Background: an optimization exercise with open tools, aiming at small area, a short achievable clock period and few clock cycles per item. Do not read the settings as production practice. Function was checked by simulation only, so behaviour that the tests miss may differ from the original. No activity file was given, so power comes from the tool's default toggle rates.

<file path="design.v">
package iirt_pkg;
    localparam int PORT_W  = 8;
    localparam int ORIG_W  = 16;
    localparam int GEN_W   = 15;
    localparam int TDATA_W = 40;
    typedef enum logic [1:0] {
        KIND_ASSIGNED = 2'd0,
        KIND_ROUTED   = 2'd1,
        KIND_NO_MATCH = 2'd2,
        KIND_FULL     = 2'd3
    } kind_t;
    typedef struct packed {
        logic [PORT_W-1:0] port;
        logic [ORIG_W-1:0] orig;
        logic [GEN_W-1:0]  gen;
    } entry_t;
    typedef struct packed {
        logic capture;     
        logic request;     
        logic scan_step;   
        logic finish;      
    } dp_cmd_t;
    typedef struct packed {
        logic out_free;    
        logic fill_zero;   
        logic match;       
        logic pend_valid;  
        logic scan_last;   
    } dp_stat_t;
endpackage
module iirt_ctrl (
    input  logic              clk,
    input  logic              rst_n,
    input  logic              in_valid,
    input  logic              in_op,
    output logic              in_ready,
    input  iirt_pkg::dp_stat_t stat,
    output iirt_pkg::dp_cmd_t  cmd
);
    typedef enum logic [2:0] {
        ST_IDLE,
        ST_REQ,
        ST_SCAN_RD,
        ST_SCAN_EV,
        ST_FINAL
    } state_t;
    state_t state_reg, state_next;
    logic   ready_reg;
    always_comb
    begin
        state_next = state_reg;
        cmd        = '0;
        unique case (state_reg)
            ST_IDLE:
            begin
                if (in_valid)
                begin
                    cmd.capture = 1'b1;
                    if (!in_op)
                        state_next = ST_REQ;
                    else if (stat.fill_zero)
                        state_next = ST_FINAL;
                    else
                        state_next = ST_SCAN_RD;
                end
            end
            ST_REQ:
            begin
                if (stat.out_free)
                begin
                    cmd.request = 1'b1;
                    state_next  = ST_IDLE;
                end
            end
            ST_SCAN_RD:
            begin
                state_next = ST_SCAN_EV;
            end
            ST_SCAN_EV:
            begin
                if (!(stat.match && stat.pend_valid && !stat.out_free))
                begin
                    cmd.scan_step = 1'b1;
                    state_next    = stat.scan_last ? ST_FINAL : ST_SCAN_RD;
                end
            end
            ST_FINAL:
            begin
                if (stat.out_free)
                begin
                    cmd.finish = 1'b1;
                    state_next = ST_IDLE;
                end
            end
            default:
            begin
                state_next = ST_IDLE;
            end
        endcase
    end
    always_ff @(posedge clk or negedge rst_n)
    begin
        if (!rst_n)
        begin
            state_reg <= ST_IDLE;
            ready_reg <= 1'b1;
        end
        else
        begin
            state_reg <= state_next;
            ready_reg <= (state_next == ST_IDLE);
        end
    end
    assign in_ready = ready_reg;
endmodule
module iirt_dpath #(
    parameter int unsigned TABLE_DEPTH = 16,
    parameter int unsigned ID_LIMIT    = 32767
) (
    input  logic                          clk,
    input  logic                          rst_n,
    input  logic [iirt_pkg::TDATA_W-1:0]  in_data,
    input  iirt_pkg::dp_cmd_t             cmd,
    output iirt_pkg::dp_stat_t            stat,
    output logic                          out_valid,
    input  logic                          out_ready,
    output logic [iirt_pkg::TDATA_W-1:0]  out_data,
    output logic [1:0]                    out_kind,
    output logic                          out_last
);
    localparam int IDX_W = (TABLE_DEPTH > 1) ? $clog2(TABLE_DEPTH) : 1;
    localparam int CNT_W = $clog2(TABLE_DEPTH + 1);
    localparam int PAD_W = iirt_pkg::TDATA_W - iirt_pkg::PORT_W - iirt_pkg::ORIG_W - iirt_pkg::GEN_W;
    localparam logic [iirt_pkg::GEN_W-1:0] GEN_ONE  = 1;
    localparam logic [PAD_W-1:0]           PAD_ZERO = '0;
    logic [iirt_pkg::PORT_W+iirt_pkg::ORIG_W+iirt_pkg::GEN_W-1:0] mem [0:TABLE_DEPTH-1];
    iirt_pkg::entry_t rdata_reg;
    logic [iirt_pkg::PORT_W-1:0] port_reg;
    logic [iirt_pkg::ORIG_W-1:0] orig_reg;
    logic [iirt_pkg::GEN_W-1:0]  gen_reg;
    logic [CNT_W-1:0]  fill_reg,  fill_next;
    logic [iirt_pkg::GEN_W-1:0]  id_reg,    id_next;
    logic [IDX_W-1:0]  rd_reg,    rd_next;
    logic [CNT_W-1:0]  keep_reg,  keep_next;
    logic              pend_reg,  pend_next;
    logic [iirt_pkg::PORT_W-1:0] pport_reg;
    logic [iirt_pkg::ORIG_W-1:0] porig_reg;
    logic              oval_reg,  oval_next;
    iirt_pkg::kind_t             okind_reg, okind_next;
    logic [iirt_pkg::PORT_W-1:0] oport_reg, oport_next;
    logic [iirt_pkg::ORIG_W-1:0] oorig_reg, oorig_next;
    logic [iirt_pkg::GEN_W-1:0]  ogen_reg,  ogen_next;
    logic              olast_reg, olast_next;
    logic              out_free, full, match, out_load;
    logic [iirt_pkg::GEN_W-1:0]  id_step;
    logic              wr_en;
    logic [IDX_W-1:0]  wr_addr;
    iirt_pkg::entry_t            wr_data;
    assign out_free = !oval_reg || out_ready;
    assign full     = (fill_reg == CNT_W'(TABLE_DEPTH));
    assign match    = (rdata_reg.gen == gen_reg);
    assign id_step  = ({1'b0, id_reg} == 16'(ID_LIMIT)) ? GEN_ONE : id_reg + GEN_ONE;
    assign stat.out_free   = out_free;
    assign stat.fill_zero  = (fill_reg == '0);
    assign stat.match      = match;
    assign stat.pend_valid = pend_reg;
    assign stat.scan_last  = ((CNT_W'(rd_reg) + CNT_W'(1)) == fill_reg);
    always_comb
    begin
        fill_next  = fill_reg;
        id_next    = id_reg;
        rd_next    = rd_reg;
        keep_next  = keep_reg;
        pend_next  = pend_reg;
        out_load   = 1'b0;
        okind_next = okind_reg;
        oport_next = oport_reg;
        oorig_next = oorig_reg;
        ogen_next  = ogen_reg;
        olast_next = olast_reg;
        wr_en      = 1'b0;
        wr_addr    = fill_reg[IDX_W-1:0];
        wr_data    = {port_reg, orig_reg, id_step};
        if (cmd.capture)
        begin
            rd_next   = '0;
            keep_next = '0;
            pend_next = 1'b0;
        end
        if (cmd.request)
        begin
            out_load   = 1'b1;
            oport_next = '0;
            oorig_next = '0;
            olast_next = 1'b1;
            if (full)
            begin
                okind_next = iirt_pkg::KIND_FULL;
                ogen_next  = '0;
            end
            else
            begin
                okind_next = iirt_pkg::KIND_ASSIGNED;
                ogen_next  = id_step;
                id_next    = id_step;
                fill_next  = fill_reg + CNT_W'(1);
                wr_en      = 1'b1;
            end
        end
        if (cmd.scan_step)
        begin
            rd_next = rd_reg + IDX_W'(1);
            if (match)
            begin
                if (pend_reg)
                begin
                    out_load   = 1'b1;
                    okind_next = iirt_pkg::KIND_ROUTED;
                    oport_next = pport_reg;
                    oorig_next = porig_reg;
                    ogen_next  = gen_reg;
                    olast_next = 1'b0;
                end
                pend_next = 1'b1;
            end
            else
            begin
                wr_en     = 1'b1;
                wr_addr   = keep_reg[IDX_W-1:0];
                wr_data   = rdata_reg;
                keep_next = keep_reg + CNT_W'(1);
            end
        end
        if (cmd.finish)
        begin
            out_load   = 1'b1;
            ogen_next  = gen_reg;
            olast_next = 1'b1;
            fill_next  = keep_reg;
            pend_next  = 1'b0;
            if (pend_reg)
            begin
                okind_next = iirt_pkg::KIND_ROUTED;
                oport_next = pport_reg;
                oorig_next = porig_reg;
            end
            else
            begin
                okind_next = iirt_pkg::KIND_NO_MATCH;
                oport_next = '0;
                oorig_next = '0;
            end
        end
        oval_next = out_load ? 1'b1 : (out_ready ? 1'b0 : oval_reg);
    end
    always_ff @(posedge clk or negedge rst_n)
    begin
        if (!rst_n)
        begin
            fill_reg <= '0;
            id_reg   <= '0;
            rd_reg   <= '0;
            keep_reg <= '0;
            pend_reg <= 1'b0;
            oval_reg <= 1'b0;
        end
        else
        begin
            fill_reg <= fill_next;
            id_reg   <= id_next;
            rd_reg   <= rd_next;
            keep_reg <= keep_next;
            pend_reg <= pend_next;
            oval_reg <= oval_next;
        end
    end
    always_ff @(posedge clk)
    begin
        if (cmd.capture)
        begin
            port_reg <= in_data[iirt_pkg::PORT_W-1:0];
            orig_reg <= in_data[iirt_pkg::PORT_W+iirt_pkg::ORIG_W-1:iirt_pkg::PORT_W];
            gen_reg  <= in_data[iirt_pkg::PORT_W+iirt_pkg::ORIG_W+iirt_pkg::GEN_W-1:iirt_pkg::PORT_W+iirt_pkg::ORIG_W];
        end
        if (cmd.scan_step && match)
        begin
            pport_reg <= rdata_reg.port;
            porig_reg <= rdata_reg.orig;
        end
        if (out_load)
        begin
            okind_reg <= okind_next;
            oport_reg <= oport_next;
            oorig_reg <= oorig_next;
            ogen_reg  <= ogen_next;
            olast_reg <= olast_next;
        end
    end
    always_ff @(posedge clk)
    begin
        if (wr_en)
            mem[wr_addr] <= wr_data;
        rdata_reg <= mem[rd_reg];
    end
    assign out_valid = oval_reg;
    assign out_kind  = okind_reg;
    assign out_last  = olast_reg;
    assign out_data  = {PAD_ZERO, ogen_reg, oorig_reg, oport_reg};
endmodule
module invoke_id_remap_table_core #(
    parameter int unsigned TABLE_DEPTH = 16,
    parameter int unsigned ID_LIMIT    = 32767
) (
    input  logic                         clk,
    input  logic                         rst_n,
    input  logic [iirt_pkg::TDATA_W-1:0] s_tdata,
    input  logic [0:0]                   s_tuser,
    input  logic                         s_tvalid,
    output logic                         s_tready,
    output logic [iirt_pkg::TDATA_W-1:0] m_tdata,
    output logic [1:0]                   m_tuser,
    output logic                         m_tlast,
    output logic                         m_tvalid,
    input  logic                         m_tready
);
    iirt_pkg::dp_cmd_t  cmd;
    iirt_pkg::dp_stat_t stat;
    iirt_ctrl u_ctrl (
        .clk      (clk),
        .rst_n    (rst_n),
        .in_valid (s_tvalid),
        .in_op    (s_tuser[0]),
        .in_ready (s_tready),
        .stat     (stat),
        .cmd      (cmd)
    );
    iirt_dpath #(
        .TABLE_DEPTH (TABLE_DEPTH),
        .ID_LIMIT    (ID_LIMIT)
    ) u_dpath (
        .clk       (clk),
        .rst_n     (rst_n),
        .in_data   (s_tdata),
        .cmd       (cmd),
        .stat      (stat),
        .out_valid (m_tvalid),
        .out_ready (m_tready),
        .out_data  (m_tdata),
        .out_kind  (m_tuser),
        .out_last  (m_tlast)
    );
endmodule
</file>
<file path="run.sh">
#!/bin/bash
# synth_recipe.tcl (not shown) runs the flow's synth.tcl, then flattens the netlist and writes it again
# the make line also repeats each setting of config.mk as NAME=value (left out here)
make -C /OpenROAD-flow-scripts/flow DESIGN_CONFIG=/design/flow/config.mk WORK_HOME=/design/flow/orfs CLKGATE_MAP_FILE= SYNTH_SCRIPT=/design/flow/synth_recipe.tcl finish
</file>
<file path="config.mk">
export PLATFORM = sky130hd
export DESIGN_NAME = invoke_id_remap_table_core
export DESIGN_NICKNAME = invoke_id_remap_table_core
export VERILOG_FILES = /design/flow/design.v
export SDC_FILE = /design/flow/constraint.sdc
export NUM_CORES = 4
export LEC_CHECK = 0
export CAP_MARGIN = 20
export CORE_MARGIN = 2
export CORE_UTILIZATION = 40
export SLEW_MARGIN = 20
</file>
<file path="constraint.sdc">
create_clock -name core_clock -period 5.0 [get_ports {clk}]
set_input_delay 1.0000 -clock core_clock [delete_from_list [all_inputs] [get_ports {clk}]]
set_output_delay 1.0000 -clock core_clock [all_outputs]
set_load 0.01 [all_outputs]
</file>
==> flow_metrics.py <==
metrics = {
    "synth": {
        "post_synth_most_frequent_cells": "sky130_fd_sc_hd__edfxtp_1 (729), sky130_fd_sc_hd__mux4_2 (195), sky130_fd_sc_hd__nand2_1 (128)",
        "synth.net_count": 1559,
        "syn-instance-count": 1509,
        "synth-simple-area-share_pct": 3.88,
        "number_of_warnings_reported_in_the_yosys_synthesis_log": 2,
        "main_combinational_cell_family_by_area_after_synthesis": "multiplexers",
        "synth-compound-area-share_pct": 2.60,
        "synthArstFlopShare_pct": 4.36,
        "yosysUniqueCellTypes": 69,
        "cell_accounting_for_the_most_synthesized_area": "sky130_fd_sc_hd__edfxtp_1",
        "synth_top_cells_by_area": "sky130_fd_sc_hd__edfxtp_1 (70%), sky130_fd_sc_hd__mux4_2 (14%), sky130_fd_sc_hd__dfrtp_1 (2.7%), sky130_fd_sc_hd__dfxtp_1 (2.5%), sky130_fd_sc_hd__nand2_1 (1.5%)",
        "synth_fa_ha_area_share_pct": 0.201,
        "multiplexer_share_of_the_synthesized_area_pct": 14.8,
        "post_synth.cell_area_avg_um2": 20.6,
        "yosysMostFrequentCell": "sky130_fd_sc_hd__edfxtp_1",
        "synth-edff-count": 729,
        "synthesis.area_um2": 31100,
        "netlist.area_leader.share_pct": 70.5,
        "ys_seq_elements": 803,
        "synth_xor_area_share_pct": 1.10,
        "synth.yosys.seq_area_share_pct": 75.8,
        "dominantRegCellSynth": "sky130_fd_sc_hd__edfxtp_1",
    },
    "pwr": {
        "power.density_cell_area_nw_per_um2": 625,
        "power_report.internal_total_uw": 16100,
        "power.share.combinational_pct": 26.7,
        "leakage_uw": 0.0118,
        "p_switching_uw": 6730,
        "swShare_pct": 29.4,
        "power_frac_clock_pct": 28.4,
        "irDropWorstVdd_mv": 0.310,
        "power.share.sequential_pct": 44.9,
    },
    "flow_run": {
        "max-cap-violations": 0,
    },
    "critical_path": {
        "worst_setup_path_startpoint": "u_dpath.gen_reg[14]",
        "setup.worst_path.end": "u_dpath.mem[4][34]",
        "cp_slowest_cell": "sky130_fd_sc_hd__nor2_1",
        "cpLargestDelayFamily": "simple AND/OR/NAND/NOR gates",
        "path_max_fanout": 31,
        "crit_path_start_kind": "flip-flop",
        "path_cells": "xnor2_1 -> nand4_1 -> nor2_1 -> a21o_2 -> buf_4 -> buf_4 -> nand2_1 -> nand2_1",
        "cp-end-kind": "flip-flop",
        "critical_path_buf_inv_count": 2,
        "worst_ep_arrival_time_ns": 4.01,
        "worst_ep_required_time_ns": 5.36,
        "rr_worst_depth": 8,
        "slowest_delay_ns": 0.69,
        "reg2reg_setup_slack_ns": 1.36,
        "cp_num_cells": 8,
        "worstSetupPathType": "flip-flop to flip-flop",
        "worst_r2r_startpoint": "u_dpath.gen_reg[14]",
        "critical_path.reg2reg.endpoint": "u_dpath.mem[4][34]",
    },
    "drt": {
        "antenna_violating_nets_post_route": 0,
        "wl_per_cell_um": 25.1,
        "detail_route.vias_per_cell": 5.44,
        "drt-pass1-iter-count": 5,
        "total_wire_length_um": 69300,
        "drcViolationCount": 0,
        "initialDrtViolationCount": 1412,
        "vias": 15000,
    },
    "sta": {
        "tmin_final_ns": 3.64,
        "tns_ns": 0,
        "finalHoldViolCount": 0,
        "rsz0062_at_grt": "no",
        "clock-skew-final_ns": 0.0245,
        "worst_slew_pin_slew_ns": 1.10,
        "max-slew-margin-rel_pct": 26.1,
        "fin_crit_sh_pct": 72.8,
        "timing.final.max_slew_violations": 0,
        "max_clock_freq_mhz": 275,
        "setup_violations": 0,
    },
    "clock_tree": {
        "worst_skew_pair.late_latency_ns": 0.63,
        "clkTransAtPathRegs_ns": 0.06,
        "post_cts_resized": 0,
        "cts_hold_buf": 0,
        "clock_path_buffers": 3,
        "root_driver": "sky130_fd_sc_hd__clkbuf_16",
        "htreeDepth": 3,
        "tritoncts": "yes",
        "cts.repair_timing.setup_buffer_count": 0,
        "clock_sinks": 803,
        "cts-buffers-inserted": 83,
    },
    "floorplanning": {
        "core_um2": 77200,
        "die_height_um": 283,
        "initial_core_utilization_pct": 40.2,
        "num_rows": 102,
        "pin_count": 90,
        "floorplan.die_area_um2": 79900,
        "die-width_um": 283,
    },
    "layout": {
        "num-fill-cells": 6309,
        "drive_gt1_share_pct": 25.4,
        "multi_input_gate_area_um2": 7260,
        "nets": 1704,
        "register_area_um2": 23600,
        "area_growth_pct": 17.8,
        "final_cell_area_um2": 36600,
        "largest_register_ff_count": 624,
    },
    "place": {
        "dpl_cell_area_um2": 33700,
        "dp.final_hpwl_um": 38800,
        "gp_routability_congestion": 0.783,
        "portBuffers": 87,
    },
    "grt": {
        "grt_pass1_wl_um": 103000,
        "grt_pass1_vias": 15400,
        "gr-total-overflow": 0,
        "number_of_antenna_violations_at_the_first_check_in_global_routing": 2,
        "grt_max_degree": 64,
        "global_route.usage.total_pct": 17.8,
    },
    "worst_hold_path": {
        "min_path_type": "flip-flop to flip-flop",
    },
    "outcome": {
        "outcome": "no timing/DRC/antenna violations",
    },
}
-- placed cells by master, fill, tap and decap left out, drive strengths merged, types with 27 or more instances in the layout --
cell type,instances
edfxtp,729
mux4,195
nand2,130
clkbuf,107
clkdlybuf4s50,86
buf,52
dfxtp,39
dfrtp,34
o21ai,34
nor2,32
a22o,27
-- power by group through the flow --
stage | logic (uW) | registers, uW | clock network (uW)
3_3_place_gp | 6010 | 10400 | 0
6_report | 6090 | 10300 | 6500
4_1_cts | 6190 | 10300 | 6640
3_5_place_dp | 6170 | 10400 | 0
5_1_grt | 6610 | 10400 | 6910
2_1_floorplan | 4360 | 9990 | 0
-- area by class of cell --
| cell class | count | share of cell area (%) |
|---|---|---|
| flip-flops and latches | 803 | 64.4 |
| multi-input cells | 618 | 19.9 |
| clock buffers | 107 | 6.12 |
| repair buffers | 138 | 4.15 |
| well taps | 1040 | 3.56 |
| clock inverters | 46 | 1.80 |
| inverters | 10 | 0.103 |
| diodes | 1 | 0.00684 |
-- per-stage QoR --
stage / std cells / util (%) / total power (uW) / setup slack [ns] / hold WS [ns]
6_report: 2763 / 47.4 / 22900 / 1.36 / 0.428
4_1_cts: 2761 / 47.3 / 23100 / 1.28 / 0.429
3_5_place_dp: 2608 / 43.6 / 16600 / 1.06 / 0.416
3_3_place_gp: 2608 / 43.6 / 16400 / 1.08 / 0.419
2_1_floorplan: 1509 / - / 14400 / 0.171 / 0.408
5_1_grt: 2762 / 47.4 / 23900 / 1.17 / 0.435
-- worst min path at each step --
stage	startpoint	end	slack (ns)	cells past startpoint
floorplan	u_dpath.rdata_reg[15]	u_dpath.porig_reg[0]	0.41	0
global placement	u_dpath.rdata_reg[23]	u_dpath.porig_reg[8]	0.42	0
detailed placement	u_dpath.rdata_reg[35]	u_dpath.pport_reg[4]	0.42	0
CTS	u_dpath.rdata_reg[38]	u_dpath.pport_reg[7]	0.43	0
global route	u_dpath.rdata_reg[38]	u_dpath.pport_reg[7]	0.43	0
finish	u_dpath.rdata_reg[38]	u_dpath.pport_reg[7]	0.43	0
-- metal layers --
metal	GRT usage, %	vias up	part of all wire [%]
li1	-	6461	-
met2	28.0	427	48
met5	0	-	0
met4	4.79	0	1.4
met3	2.82	61	5.9
met1	26.0	8087	44
-- kinds of logic after synthesis --
| logic type | count (synthesis) |
|---|---|
| simple gates | 243 |
| flops | 803 |
| other cells | 1 |
| buf+inv | 88 |
| mux | 212 |
| fa+ha+maj | 5 |
| xor+xnor | 39 |
| compound gates | 118 |
Testbench counts, summed over its fixed seeds: cycles 42,044, items 3,200.

## what the ideal ports hide
The results above use ideal ports. As a check the final layout listed here was re-extracted and re-timed, cells and wires unchanged. Step 1 assumes that a clkbuf_16 drives the clock port and a buf_2 every other input. Step 2 also shifts input and output timing later by t, the mid clock arrival at the registers, as if the neighbouring blocks saw the same clock. Slacks: ideal / step 1 / step 2; pairs: ideal / step 1.
t (ns): 0.682
slack for setup (ns): 1.359 / 1.359 / 1.069
worst setup path after step 2: input to register
latest minus earliest clock arrival (ns): 0.026 / 0.026
pins driven straight from the clock port: 1
After both steps this run still meets setup and hold. For this run, drivers alone change the setup slack by 0.000 ns; drivers and shift together by -0.290 ns.
